This design comes from an exercise in tuning for small area and a short achievable clock period on the open sky130 flow, not from production work. RTL that was checked went through simulation tests only; none was proved equivalent to the original. Power figures rest on the tool's default switching activity, not on a simulated workload.

== exp/indigo ==
// bmd_ep_mem
module bmd_ep_mem
(
   input  wire              clk,
   input  wire              rst_i,
   input  wire [6:0]        a_i,
   input  wire              wr_en_i,
   input  wire [31:0]       wr_d_i,
   output logic [31:0]      rd_d_o,
   output logic             init_rst_o,
   output logic [80:0]      mwr_desc_o,
   output logic [80:0]      mrd_desc_o,
   output logic [31:0]      mwr_data_o,
   output logic             mwr_zerolen_en_o,
   output logic [3:0]       trn_wait_count_o,
   output logic [31:0]      cpld_data_o,
   output logic             rd_metering_o,
   output logic [7:0]       mwr_wrr_cnt_o,
   output logic [7:0]       mrd_wrr_cnt_o,
   output logic             mrd_done_o,
   input  wire              mwr_done_i,
   input  wire [81:0]       cpl_status_i,
   input  wire [8:0]        link_cfg_i,
   input  wire              tags_all_back_i
);
For scale: about 1800 cells after synthesis, ~420 I/O pins.
==> flow/config.mk <==
export PLATFORM = sky130hd
export DESIGN_NAME = bmd_ep_mem
export DESIGN_NICKNAME = bmd_ep_mem
export VERILOG_FILES = /design/flow/design.v
export SDC_FILE = /design/flow/constraint.sdc
export NUM_CORES = 4
export LEC_CHECK = 0
export CAP_MARGIN = 20
export CORE_MARGIN = 2
export CORE_UTILIZATION = 65
export SETUP_SLACK_MARGIN = 3.3
export SLEW_MARGIN = 20
export SYNTH_HIERARCHICAL = 1
==> flow/constraint.sdc <==
create_clock -name core_clock -period 5.8 [get_ports {clk}]
set_input_delay 1.1600 -clock core_clock [delete_from_list [all_inputs] [get_ports {clk}]]
set_output_delay 1.1600 -clock core_clock [all_outputs]
set_load 0.01 [all_outputs]
standard.sh (not shown) runs the stock make flow with config.mk's settings and CLKGATE_MAP_FILE= SYNTH_SCRIPT=/design/flow/synth_recipe.tcl, a recipe that flattens the netlist after the stock synthesis.
==> flow/flow/run.sh <==
#!/bin/bash
# Standard layout, with the smallest plain buffer on every port instead of the
# default delay buffer (the resizer still upsizes any that timing needs), and a
# clock tree of smaller buffers without dummy balancing loads.
set -uo pipefail
export BUFFER_PORTS_ARGS="-buffer_cell sky130_fd_sc_hd__buf_1"
export CTS_ARGS="-sink_clustering_enable -repair_clock_nets -dont_use_dummy_load -sink_clustering_size 16 -sink_clustering_max_diameter 50 -buf_list {sky130_fd_sc_hd__clkbuf_4 sky130_fd_sc_hd__clkbuf_8}"
bash standard.sh > standard.log 2>&1
### exp/indigo -> exp/yarrow
Settings: a change of CORE_UTILIZATION from 65 to 40.
## What came out
- Looking at the reports, exp/yarrow completed the entire flow and the layout it produced met the timing, design-rule and antenna checks.
- On post-layout total power, exp/yarrow does worse than exp/indigo.
- Between exp/yarrow and exp/indigo, the sequential share of layout area is higher for exp/indigo.
- Total number of vias: exp/yarrow and exp/indigo compared, lower one is exp/yarrow
- exp/yarrow ends up with a placed cell count that is 9.9% higher than in exp/indigo.
- Part of the power in the clock network (exp/yarrow over exp/indigo): increase, 1.3 points
- Setup WNS exp/indigo -> exp/yarrow: better
- On cell area after layout, the lower figure sits with exp/indigo, not exp/yarrow.
diff inputs: exp/yarrow => exp/violet
Settings: swapping 3.3 for 3.4 in SETUP_SLACK_MARGIN.
Notes after the runs:
Re via count of the first global-routing pass: exp/yarrow was lower than exp/violet.
Looking at hold slack, exp/violet sits 0.018 ns below exp/yarrow.
Re number of I/O port buffers: no difference whatsoever between exp/yarrow and exp/violet.
Core utilization for exp/violet: 5.1 points up relative to exp/yarrow
Looking only at buffering overhead, and setting everything else aside, the higher value of exp/violet and exp/yarrow goes to exp/violet.
Compared to exp/yarrow, the router laid down more metal wire for exp/violet.
exp/violet against exp/yarrow: total power consumption of the routed design went up about 1.5%; switching part of the total went up 0.63 points; clock-buffer cell count held.
The inputs of exp/garnet differ from those of exp/violet as listed below.
Settings: swapping 40 for 55 in CORE_UTILIZATION; swapping 3.4 for 3.3 in SETUP_SLACK_MARGIN.
--- outcome ---
Category of the critical setup timing path: reg -> out -> exp/garnet, in -> reg -> exp/violet
[compare] base=exp/violet new=exp/garnet: insertion delay to the later sink of the worst-skew pair about even, wire length per cell fell 4.4%, effective utilization at floorplan rose 15 points, initial antenna violation count fell 3.
Minimum clock period (higher): exp/violet
Higher via count was reported by exp/violet, not exp/garnet.
Min combinational group share of total power across exp/garnet and exp/violet: exp/garnet
exp/violet → exp/garnet: wire length moved down; global-route met3 utilization moved down; final design utilization moved up.
diff inputs: exp/garnet => exp/umber
Settings: a change of CORE_UTILIZATION from 55 to 40.
==> flow/flow/run.sh <==
#!/bin/bash
# Standard layout, with the smallest plain buffer on every port instead of the
# default delay buffer (the resizer still upsizes any that timing needs), and a
# clock tree of smaller buffers without dummy balancing loads.
set -uo pipefail
export BUFFER_PORTS_ARGS="-buffer_cell sky130_fd_sc_hd__buf_1"
export CTS_ARGS="-sink_clustering_enable -repair_clock_nets -dont_use_dummy_load -buf_list {sky130_fd_sc_hd__clkbuf_4 sky130_fd_sc_hd__clkbuf_8}"
bash standard.sh > standard.log 2>&1
Results
The worst setup slack after layout on exp/umber is in line with that on exp/garnet. exp/garnet ended up with u_csr_regfile.mrd_desc_o[64]$_DFF_P_ as its origin of the worst setup path; exp/umber ended up with u_csr_regfile.mwr_desc_o[44]$_DFF_P_. exp/garnet → exp/umber: met1 track demand over resource decreased by 13 points relative to the old numbers, number of fill cells in the layout increased by about 55% relative to the old numbers, worst ir drop on vdd decreased by 24% relative to the old numbers, part of the power in the clock network increased by 7.9 points relative to the old numbers, H-tree depth reported by CTS increased by 1 relative to the old numbers. Delta (exp/umber minus exp/garnet): initial antenna violation count climbed 4, non-clock buffer count lower, final-layout clock buffer total increased by 86% relative to the old numbers, worst slew margin relative to its limit fell by 9.4 points.

* * *

Setup of xenon:
bmd_ep_mem, a different RTL version from the one above (not shown whole).
Size in the first run: about 1900 cells after synthesis, ~420 I/O pins.
export LEC_CHECK = 0
export CAP_MARGIN = 20
export CORE_MARGIN = 2
export CORE_UTILIZATION = 55
export PLACE_DENSITY = 0.72
export SETUP_SLACK_MARGIN = 3.38
export SLEW_MARGIN = 20
export SYNTH_HIERARCHICAL = 1
create_clock -name core_clock -period 5.8 [get_ports {clk}]
==> flow/flow/run.sh <==
#!/bin/bash
# Standard layout, with the smallest plain buffer on every port instead of the
# default delay buffer (the resizer still upsizes any that timing needs), and a
# clock tree of smaller buffers without dummy balancing loads.
set -uo pipefail
export BUFFER_PORTS_ARGS="-buffer_cell sky130_fd_sc_hd__buf_1"
export CTS_ARGS="-sink_clustering_enable -repair_clock_nets -dont_use_dummy_load -sink_clustering_size 16 -sink_clustering_max_diameter 50 -buf_list {sky130_fd_sc_hd__clkbuf_4 sky130_fd_sc_hd__clkbuf_8}"
bash standard.sh > standard.log 2>&1
--- input diff xenon..harbor ---
- SETUP_SLACK_MARGIN changed from 3.38 to 3.3
- PLACE_DENSITY removed (was 0.72)
==> comparison <==
Across harbor and xenon, none had a timing, DRC or antenna violation.
harbor -> xenon: number of flip-flops and latches delta 0, exact match
xenon and harbor ended up with roughly the same clock-pin slew on the worst setup and hold paths.
harbor vs xenon, total power went up by 1.5%.
Relative to harbor, the following input files were edited for raven:
- swapping 3.3 for 3.38 in SETUP_SLACK_MARGIN
--- a/flow/flow/run.sh
+++ b/flow/flow/run.sh
@@ -5,4 +5,4 @@
 set -uo pipefail
 export BUFFER_PORTS_ARGS="-buffer_cell sky130_fd_sc_hd__buf_1"
-export CTS_ARGS="-sink_clustering_enable -repair_clock_nets -dont_use_dummy_load -sink_clustering_size 16 -sink_clustering_max_diameter 50 -buf_list {sky130_fd_sc_hd__clkbuf_4 sky130_fd_sc_hd__clkbuf_8}"
+export CTS_ARGS="-sink_clustering_enable -repair_clock_nets -dont_use_dummy_load -sink_clustering_size 12 -sink_clustering_max_diameter 40 -buf_list {sky130_fd_sc_hd__clkbuf_4 sky130_fd_sc_hd__clkbuf_8}"
 bash standard.sh > standard.log 2>&1
## What came out
Via count ended up 156 higher on raven than on harbor.
Sort raven and harbor by sequential share of layout area asc -> top: raven
The final period demand of the worst path of raven was superior to that of harbor.
raven ended with more total length of routed wires than harbor.
When the final numbers for raven and harbor were put side by side, the final cell count turned out to be greater in raven.
Relative to raven, the following input files were edited for willow:
--- a/flow/flow/run.sh
+++ b/flow/flow/run.sh
@@ -5,4 +5,4 @@
 set -uo pipefail
 export BUFFER_PORTS_ARGS="-buffer_cell sky130_fd_sc_hd__buf_1"
-export CTS_ARGS="-sink_clustering_enable -repair_clock_nets -dont_use_dummy_load -sink_clustering_size 12 -sink_clustering_max_diameter 40 -buf_list {sky130_fd_sc_hd__clkbuf_4 sky130_fd_sc_hd__clkbuf_8}"
+export CTS_ARGS="-sink_clustering_enable -repair_clock_nets -dont_use_dummy_load -sink_clustering_size 16 -sink_clustering_max_diameter 50 -buf_list {sky130_fd_sc_hd__clkbuf_4 sky130_fd_sc_hd__clkbuf_8}"
 bash standard.sh > standard.log 2>&1
### Flow results
- Power: willow < raven
- Of the two values seen for startpoint of the worst setup timing path, a_i[1] was produced by willow and u_csr_regfile.mrd_desc_o[17] by raven.
- Between willow and raven, worst stage delay on the critical path is higher for willow, raven comes in under that.
- Critical path endpoint: u_csr_regfile.mrd_desc_o[53] -> willow, mrd_desc_o[17] -> raven
- Post-detailed-route via-to-cell ratio of willow exceeds that of raven slightly.
- willow does better than raven on final design area excluding fillers.
- Wire length of the first global-routing pass delta (willow − raven): favourable
- Compared with raven, in willow total wire length after detailed routing now sits lower, critical path depth saw an increase, part of the total power dissipated in the clock network lower.

* * *

Setup of run a:
bmd_ep_mem, a different RTL version from the one above (not shown whole).
For scale: ~470 flip-flops, ~420 I/O pins.
Settings: LEC_CHECK=0, CAP_MARGIN=20, CORE_MARGIN=2, CORE_UTILIZATION=40, SLEW_MARGIN=20; clock period 5.8 ns.
run.sh (not shown) runs the stock make flow with config.mk's settings and CLKGATE_MAP_FILE= SYNTH_SCRIPT=/design/flow/synth_recipe.tcl, a recipe that flattens the netlist after the stock synthesis.
Stock flow here: none of the scripts above is used.
Input changes introduced in run b (baseline for comparison: run a):
- SETUP_SLACK_MARGIN: unset -> 3.0
[summary]
In the flow results for run b and run a, the non-clock buffer instance count of the final layout is smaller on run a. Leakage power total (run b vs. run a) increases by a little under 10%. In the tables for run b and run a, maximum frequency reads lower with run a. Diff run a -> run b: global-route usage increased 0.81 points, final instance area increased 3.1%, depth of the critical timing path with buffers and inverters included decreased 1. Run b: tightest slew margin relative to the limit is 4.2 points lower than what run a reported. Taking run a as the reference, in run b post-synthesis to final-layout area growth moved up, area occupied by multi-input gates moved up, power attributed to the clock group level. Run b ended up with u_csr_regfile.rd_d_o[30] as its end of the critical path; run a ended up with u_csr_regfile.mwr_desc_o[65].
No functional check of the RTL was part of any run of this note.

## afterwards: timing with drivers on the ports
How much do the figures lean on ideal ports? The routed layouts below were timed once more, with nothing changed but the port constraints. Step 1 sets driving cells, clkbuf_16 on the clock port and buf_2 on the other inputs (assumed; they add their load-dependent delay and slew). Step 2 moves the port delays by t, midway between the first and last clock arrival at a register: inputs arrive t later, outputs are due t later. That takes back most of the time a late clock gives input paths. a / b / c = ideal ports / drivers / drivers and shift; a / b = the first two.
| run | t (ns) | setup WS [ns] | hold slack, ns |
|---|---|---|---|
| exp/indigo | 0.633 | 3.214 / 3.238 / 2.605 | 0.301 / 0.301 / 0.301 |
| exp/yarrow | 0.672 | 3.259 / 3.266 / 2.607 | 0.299 / 0.299 / 0.299 |
| exp/violet | 0.700 | 3.247 / 3.261 / 2.562 | 0.281 / 0.281 / 0.281 |
| exp/garnet | 0.693 | 3.294 / 3.236 / 2.637 | 0.331 / 0.331 / 0.331 |
| exp/umber | 0.704 | 3.292 / 3.236 / 2.606 | 0.329 / 0.329 / 0.329 |
| xenon | 0.673 | 3.327 / 3.297 / 2.688 | 0.331 / 0.331 / 0.331 |
| harbor | 0.691 | 3.321 / 3.270 / 2.654 | 0.327 / 0.327 / 0.327 |
| raven | 0.708 | 3.344 / 3.289 / 2.709 | 0.337 / 0.337 / 0.337 |
| willow | 0.682 | 3.353 / 3.320 / 2.689 | 0.336 / 0.336 / 0.336 |
| run a | 0.671 | 2.032 / 2.062 / 1.391 | 0.325 / 0.325 / 0.325 |
| run b | 0.669 | 2.960 / 2.938 / 2.315 | 0.325 / 0.325 / 0.325 |
After both steps setup and hold are still met in every run listed. For exp/umber, which loses most, drivers alone change the setup slack by -0.056 ns; drivers and shift together by -0.686 ns.
